What follows belongs to an exercise in optimizing a design on an open flow for small area; a production flow would make more cautious choices. The RTL was checked by simulation tests, not by an equivalence proof against the original design. No activity file was given, so power comes from the tool's default toggle rates.

== v54 ==
==> flow/design.v <==
package mcu_pkg;
    typedef logic [28-1:0]       inst_t;
    typedef logic [12-1:0]       addr_t;
    typedef logic [(12 + 2)-1:0]        ptr_t;
    typedef logic [64-1:0]       data_t;
    typedef logic [6-1:0] upc_t;
    typedef logic [14-1:0]      uinst_t;
    typedef logic [11-1:0]       loop_t;
    typedef enum logic [1:0] {
        ST_IDLE,
        ST_FETCH,
        ST_DECODE,
        ST_EXEC
    } ctrl_state_t;
endpackage
module matrix_ctrl (
    input  logic            clk,
    input  logic            rstn,
    input  mcu_pkg::inst_t  inst,
    input  logic            inst_valid,
    input  mcu_pkg::data_t  mem_rd_data_0,
    input  mcu_pkg::data_t  mem_rd_data_1,
    input  mcu_pkg::data_t  mem_rd_data_2,
    input  mcu_pkg::data_t  mem_rd_data_3,
    output mcu_pkg::addr_t  mem_addr_0,
    output mcu_pkg::addr_t  mem_addr_1,
    output mcu_pkg::addr_t  mem_addr_2,
    output mcu_pkg::addr_t  mem_addr_3,
    output logic            mem_wr_en_0,
    output logic            mem_wr_en_1,
    output logic            mem_wr_en_2,
    output logic            mem_wr_en_3,
    output mcu_pkg::data_t  a_data,
    output mcu_pkg::data_t  b_data,
    output mcu_pkg::data_t  c_data,
    output logic            macs_en,
    output logic            macs_signal,
    output logic            finish
);
    localparam logic [3:0] S_IDLE  = 4'd1,
                           S_FETCH = 4'd2,
                           S_D0    = 4'd3,
                           S_D1    = 4'd4,
                           S_D2    = 4'd5,
                           S_D3    = 4'd6,
                           S_D4    = 4'd7,
                           S_D5    = 4'd8,
                           S_E0    = 4'd9,
                           S_MK0   = 4'd10,
                           S_MK1   = 4'd11,
                           S_MA    = 4'd12,
                           S_MB    = 4'd13,
                           S_WEN   = 4'd14,
                           S_DONE  = 4'd15;
    logic [3:0]  st, st_n;
    logic        sgn;              
    logic [3:0]  ic;               
    logic        cx;               
    logic [5:0]  lp;               
    logic [13:0] sa, sb, sc;       
    logic [13:0] pa, pb, pc;       
    logic        z;                
    wire s_fetch = (st == S_FETCH);
    wire s_d0    = (st == S_D0);
    wire s_d1    = (st == S_D1);
    wire s_d2    = (st == S_D2);
    wire s_d3    = (st == S_D3);
    wire s_d4    = (st == S_D4);
    wire s_d5    = (st == S_D5);
    wire s_mk0   = (st == S_MK0);
    wire s_mk1   = (st == S_MK1);
    wire s_mac   = (st == S_MA) | (st == S_MB);
    wire s_wen   = (st == S_WEN);
    wire s_done  = (st == S_DONE);
    wire [10:0] cnt  = {cx, ic, lp};
    wire        last = (cnt == 11'd0);
    always_comb begin
        st_n = st + 4'd1;
        case (st)
            S_FETCH: if (!inst_valid) st_n = S_FETCH;
            S_E0:    if (!cx) st_n = S_DONE;
            S_WEN:   if (!last) st_n = S_MK1;
            S_DONE:  st_n = S_IDLE;
            default: ;
        endcase
    end
    always_ff @(posedge clk or negedge rstn) begin
        if (!rstn) begin
            st  <= S_IDLE;
            sgn <= 1'b0;
        end else begin
            st <= st_n;
            if (s_fetch) sgn <= inst[12] & (inst[27:25] == 3'b100);
        end
    end
    always_ff @(posedge clk) begin
        if (s_fetch) begin
            cx     <= (inst[27:25] == 3'b100);
            ic     <= inst[16:13];
            lp     <= inst[11:6];
        end else if (s_mk0) begin
            ic     <= '0;
            cx     <= 1'b0;
        end else if (s_mk1) begin
            {cx, ic, lp} <= cnt - 11'd1;
        end
        sc[13:8] <= mem_rd_data_0[13:8];
        sc[7:0]  <= s_fetch ? {inst[24:21], inst[20:17]} : mem_rd_data_0[7:0];
        sb <= sc;
        sa <= sb;
    end
    function automatic logic [11:0] bump(input logic [11:0] p, input logic inc);
        logic c;
        c = inc;
        for (int k = 0; k < 12; k++) begin
            bump[k] = p[k] ^ c;
            c = c & p[k];
        end
    endfunction
    always_ff @(posedge clk or negedge rstn) begin
        if (!rstn) z <= 1'b1;
        else if (s_d5) z <= 1'b0;
    end
    always_ff @(posedge clk) begin
        pa <= s_d5 ? sa : {pa[13:12], bump(pa[11:0], s_mac)};
        pb <= s_d5 ? sb : {pb[13:12], bump(pb[11:0], s_mac)};
        pc <= s_d5 ? sc : {pc[13:12], bump(pc[11:0], s_wen)};
    end
    wire [1:0] ka = pa[13:12] & {2{~z}};    
    wire [1:0] kb = pb[13:12] & {2{~z}};
    wire [1:0] kc = pc[13:12] & {2{~z}};
    assign macs_en     = s_mac;
    assign finish      = s_done;
    assign macs_signal = sgn & ~s_fetch & ~s_d0;
    wire [3:0] dsel = {kc[1] & ~kc[0], kc[1] & kc[0], ~kc[1] & ~kc[0], ~kc[1] & kc[0]};
    assign mem_wr_en_0 = s_wen & dsel[0];
    assign mem_wr_en_1 = s_wen & dsel[1];
    assign mem_wr_en_2 = s_wen & dsel[2];
    assign mem_wr_en_3 = s_wen & dsel[3];
    logic [3:0] ha, hb, hc;
    always_comb begin
        for (int p = 0; p < 4; p++) begin
            ha[p] = (ka == 2'(p));
            hb[p] = (kb == 2'(p));
            hc[p] = (kc == 2'(p));
        end
    end
    wire tbl = s_d1 | s_d2 | s_d3;
    logic [3:0] uc, ub, ua;
    always_comb begin
        for (int p = 0; p < 4; p++) begin
            uc[p] = (pc[13] == p[1]) & ~z;
            ub[p] = (pb[13:12] == 2'(p)) & ~z & ~uc[p];
            ua[p] = (pa[13:12] == 2'(p)) & ~z & ~(pb[13:12] == 2'(p)) & ~uc[p];
        end
    end
    wire       nz0 = uc[0] | ub[0] | ua[0];
    sel6_12 u_m0 (.n({~uc[0] | tbl, ~ub[0] | tbl, ~ua[0] | tbl}), .nz(nz0 & ~tbl),
                  .m({~s_d3, ~s_d2, ~s_d1}), .nzt(nz0 | tbl),
                  .d2(pc[11:0]), .d1(pb[11:0]), .d0(pa[11:0]), .t2(ic), .t1(sa[3:0]), .t0(sb[7:4]), .y(mem_addr_0));
    sel3_12 u_m1 (.n(~{uc[1], ub[1], ua[1]}), .nz(uc[1] | ub[1] | ua[1]),
                  .d2(pc[11:0]), .d1(pb[11:0]), .d0(pa[11:0]), .y(mem_addr_1));
    sel3_12 u_m2 (.n(~{uc[2], ub[2], ua[2]}), .nz(uc[2] | ub[2] | ua[2]),
                  .d2(pc[11:0]), .d1(pb[11:0]), .d0(pa[11:0]), .y(mem_addr_2));
    sel3_12 u_m3 (.n(~{uc[3], ub[3], ua[3]}), .nz(uc[3] | ub[3] | ua[3]),
                  .d2(pc[11:0]), .d1(pb[11:0]), .d0(pa[11:0]), .y(mem_addr_3));
    sel4_64 u_a (.n(~ha), .d0(mem_rd_data_0), .d1(mem_rd_data_1), .d2(mem_rd_data_2), .d3(mem_rd_data_3), .y(a_data));
    sel4_64 u_b (.n(~hb), .d0(mem_rd_data_0), .d1(mem_rd_data_1), .d2(mem_rd_data_2), .d3(mem_rd_data_3), .y(b_data));
    sel4_64 u_c (.n(~hc), .d0(mem_rd_data_0), .d1(mem_rd_data_1), .d2(mem_rd_data_2), .d3(mem_rd_data_3), .y(c_data));
endmodule
module sel4_64 (
    input  logic [3:0]  n,
    input  logic [63:0] d0, d1, d2, d3,
    output logic [63:0] y
);
    assign y = (d0 | {64{n[0]}}) & (d1 | {64{n[1]}}) & (d2 | {64{n[2]}}) & (d3 | {64{n[3]}});
endmodule
module sel3_12 (
    input  logic [2:0]  n,
    input  logic        nz,
    input  logic [11:0] d2, d1, d0,
    output logic [11:0] y
);
    assign y = (d2 | {12{n[2]}}) & (d1 | {12{n[1]}}) & (d0 | {12{n[0]}}) & {12{nz}};
endmodule
module sel6_12 (
    input  logic [2:0]  n,
    input  logic        nz,
    input  logic [2:0]  m,
    input  logic        nzt,
    input  logic [11:0] d2, d1, d0,
    input  logic [3:0]  t2, t1, t0,
    output logic [11:0] y
);
    wire [11:0] w = (d2 | {12{n[2]}}) & (d1 | {12{n[1]}}) & (d0 | {12{n[0]}});
    assign y[11:4] = w[11:4] & {8{nz}};
    assign y[3:0]  = w[3:0] & (t2 | {4{m[2]}}) & (t1 | {4{m[1]}}) & (t0 | {4{m[0]}}) & {4{nzt}};
endmodule
export LEC_CHECK = 0
export CAP_MARGIN = 5
export CELL_PAD_IN_SITES_DETAIL_PLACEMENT = 1
export CELL_PAD_IN_SITES_GLOBAL_PLACEMENT = 1
export CORE_AREA = 27 27 173 173
export CTS_BUF_LIST = sky130_fd_sc_hd__clkbuf_8 sky130_fd_sc_hd__clkbuf_16
export DIE_AREA = 0 0 200 200
export PLACE_DENSITY = 0.55
export SETUP_SLACK_MARGIN = 0.02
export SLEW_MARGIN = 5
export SYNTH_HIERARCHICAL = 1
create_clock -name core_clock -period 3.5 [get_ports {clk}]
standard.sh (not shown) runs the stock make flow with config.mk's settings and CLKGATE_MAP_FILE= SYNTH_SCRIPT=/design/flow/synth_recipe.tcl, a recipe that flattens the netlist after the stock synthesis.
==> flow/flow/run.sh <==
#!/bin/bash
# Standard ORFS layout with two changes: buf_1 as the port buffer cell, and
# clock tree synthesis without dummy loads.
set -o pipefail
export BUFFER_PORTS_ARGS="-buffer_cell sky130_fd_sc_hd__buf_1"
export CTS_ARGS="-sink_clustering_enable -repair_clock_nets -buf_list {sky130_fd_sc_hd__clkbuf_8 sky130_fd_sc_hd__clkbuf_16} -dont_use_dummy_load"
bash standard.sh > standard.log 2>&1
Here is what was changed in the inputs of v49 compared with v54.
# v54
export LEC_CHECK = 0
export CAP_MARGIN = 5
export CELL_PAD_IN_SITES_DETAIL_PLACEMENT = 1
export CELL_PAD_IN_SITES_GLOBAL_PLACEMENT = 1
export CORE_AREA = 27 27 173 173
export CTS_BUF_LIST = sky130_fd_sc_hd__clkbuf_8 sky130_fd_sc_hd__clkbuf_16
export DIE_AREA = 0 0 200 200
export PLACE_DENSITY = 0.55
export SETUP_SLACK_MARGIN = 0.02
export SLEW_MARGIN = 5
export SYNTH_HIERARCHICAL = 1
create_clock -name core_clock -period 3.5 [get_ports {clk}]
# v49
export LEC_CHECK = 0
export CAP_MARGIN = 5
export CELL_PAD_IN_SITES_DETAIL_PLACEMENT = 1
export CELL_PAD_IN_SITES_GLOBAL_PLACEMENT = 2
export CORE_AREA = 25 25 175 175
export CTS_BUF_LIST = sky130_fd_sc_hd__clkbuf_8 sky130_fd_sc_hd__clkbuf_16
export DIE_AREA = 0 0 200 200
export PLACE_DENSITY = 0.5
export SETUP_SLACK_MARGIN = 0.02
export SLEW_MARGIN = 5
export SYNTH_HIERARCHICAL = 1
create_clock -name core_clock -period 3.5 [get_ports {clk}]
Findings:
Length of routed met3 wiring: v49 vs v54 up about 3.6%
v54 → v49: cell total after placement higher; total routed wirelength roughly the same; share of final-layout standard cells stronger than drive strength 1 higher; non-clock buffer count higher.
Final cell utilization of the core sits lower in v49 than in v54.
Comparing worst setup slack before clock tree synthesis for v54 and v49, the bigger number came from v54.
Combinational power in v49 vs v54: up about 1%
Compare v54 and v49 | total core area lower: v54
Relative to v49, the following input files were edited for v51:
# v49
export LEC_CHECK = 0
export CAP_MARGIN = 5
export CELL_PAD_IN_SITES_DETAIL_PLACEMENT = 1
export CELL_PAD_IN_SITES_GLOBAL_PLACEMENT = 2
export CORE_AREA = 25 25 175 175
export CTS_BUF_LIST = sky130_fd_sc_hd__clkbuf_8 sky130_fd_sc_hd__clkbuf_16
export DIE_AREA = 0 0 200 200
export PLACE_DENSITY = 0.5
export SETUP_SLACK_MARGIN = 0.02
export SLEW_MARGIN = 5
export SYNTH_HIERARCHICAL = 1
create_clock -name core_clock -period 3.5 [get_ports {clk}]
# v51
export LEC_CHECK = 0
export CAP_MARGIN = 0
export CELL_PAD_IN_SITES_DETAIL_PLACEMENT = 0
export CELL_PAD_IN_SITES_GLOBAL_PLACEMENT = 1
export CORE_AREA = 25 25 175 175
export CTS_BUF_LIST = sky130_fd_sc_hd__clkbuf_8 sky130_fd_sc_hd__clkbuf_16
export DIE_AREA = 0 0 200 200
export PLACE_DENSITY = 0.5
export SETUP_SLACK_MARGIN = 0
export SLEW_MARGIN = 0
export SYNTH_HIERARCHICAL = 1
create_clock -name core_clock -period 3.5 [get_ports {clk}]
==> flow/flow/run.sh <==
#!/bin/bash
# Standard ORFS layout with two changes: buf_1 as the port buffer cell, and
# clock tree synthesis with clkbuf_8 buffers and no dummy loads.
set -o pipefail
export BUFFER_PORTS_ARGS="-buffer_cell sky130_fd_sc_hd__buf_1"
export CTS_ARGS="-sink_clustering_enable -repair_clock_nets -buf_list sky130_fd_sc_hd__clkbuf_8 -dont_use_dummy_load"
bash standard.sh > standard.log 2>&1
--- outcome ---
For the clock power share, v51 came in 3.3 points lower than v49 did.
Via count: v51 and v49 compared, higher one is v49
Relative to v49, the total of cells resized after clock tree synthesis of v51 is lower by 4.
### v51 -> v59
# v51
export LEC_CHECK = 0
export CAP_MARGIN = 0
export CELL_PAD_IN_SITES_DETAIL_PLACEMENT = 0
export CELL_PAD_IN_SITES_GLOBAL_PLACEMENT = 1
export CORE_AREA = 25 25 175 175
export CTS_BUF_LIST = sky130_fd_sc_hd__clkbuf_8 sky130_fd_sc_hd__clkbuf_16
export DIE_AREA = 0 0 200 200
export PLACE_DENSITY = 0.5
export SETUP_SLACK_MARGIN = 0
export SLEW_MARGIN = 0
export SYNTH_HIERARCHICAL = 1
create_clock -name core_clock -period 3.5 [get_ports {clk}]
# v59
export LEC_CHECK = 0
export CAP_MARGIN = 0
export CELL_PAD_IN_SITES_DETAIL_PLACEMENT = 1
export CELL_PAD_IN_SITES_GLOBAL_PLACEMENT = 1
export CORE_AREA = 25 25 175 175
export CTS_BUF_LIST = sky130_fd_sc_hd__clkbuf_8 sky130_fd_sc_hd__clkbuf_16
export DIE_AREA = 0 0 200 200
export PLACE_DENSITY = 0.5
export SETUP_SLACK_MARGIN = 0
export SLEW_MARGIN = 0
export SYNTH_HIERARCHICAL = 1
create_clock -name core_clock -period 3.5 [get_ports {clk}]
==> flow/flow/run.sh <==
#!/bin/bash
# Standard ORFS layout with two changes: buf_1 as the port buffer cell, and
# clock tree synthesis without dummy loads.
set -o pipefail
export BUFFER_PORTS_ARGS="-buffer_cell sky130_fd_sc_hd__buf_1"
export CTS_ARGS="-sink_clustering_enable -repair_clock_nets -buf_list {sky130_fd_sc_hd__clkbuf_8 sky130_fd_sc_hd__clkbuf_16} -root_buf sky130_fd_sc_hd__clkbuf_16 -sink_clustering_buffer sky130_fd_sc_hd__clkbuf_8 -dont_use_dummy_load"
bash standard.sh > standard.log 2>&1
Results
Changes observed in v59 relative to v51: number of global-route vias before repair picked up an extra about 8%, buffers plus inverters on the worst setup path decreased by 1 relative to the old numbers, worst-case setup margin in the final layout lost 0.065 ns, max capacitance violation total roughly the same.

-- port drivers added, routing unchanged --
Ports are ideal in the flow. The routed layouts listed here were re-timed in OpenROAD. Step 1 (the two cells are an assumption about what drives the block):
set clk [get_ports {clk}]
set_driving_cell -lib_cell sky130_fd_sc_hd__clkbuf_16 $clk
set_driving_cell -lib_cell sky130_fd_sc_hd__buf_2 [delete_from_list [all_inputs] $clk]
Step 2, shift: input delay + t, output delay - t, t = (earliest + latest rising clock arrival at the registers) / 2. This alone moves slack from input paths to output paths. a / b / c = ideal ports / drivers / drivers and shift; a / b = the first two.
run	shift t [ns]	setup slack, ns	worst register clock-pin slew, ns
v54	0.397	0.097 / 0.097 / 0.097	0.07 / 0.07
v49	0.392	0.101 / 0.053 / 0.107	0.08 / 0.08
v51	0.404	0.143 / 0.098 / 0.144	0.10 / 0.10
v59	0.398	0.078 / 0.078 / 0.078	0.07 / 0.07
After both steps setup and hold are still met in every run listed.
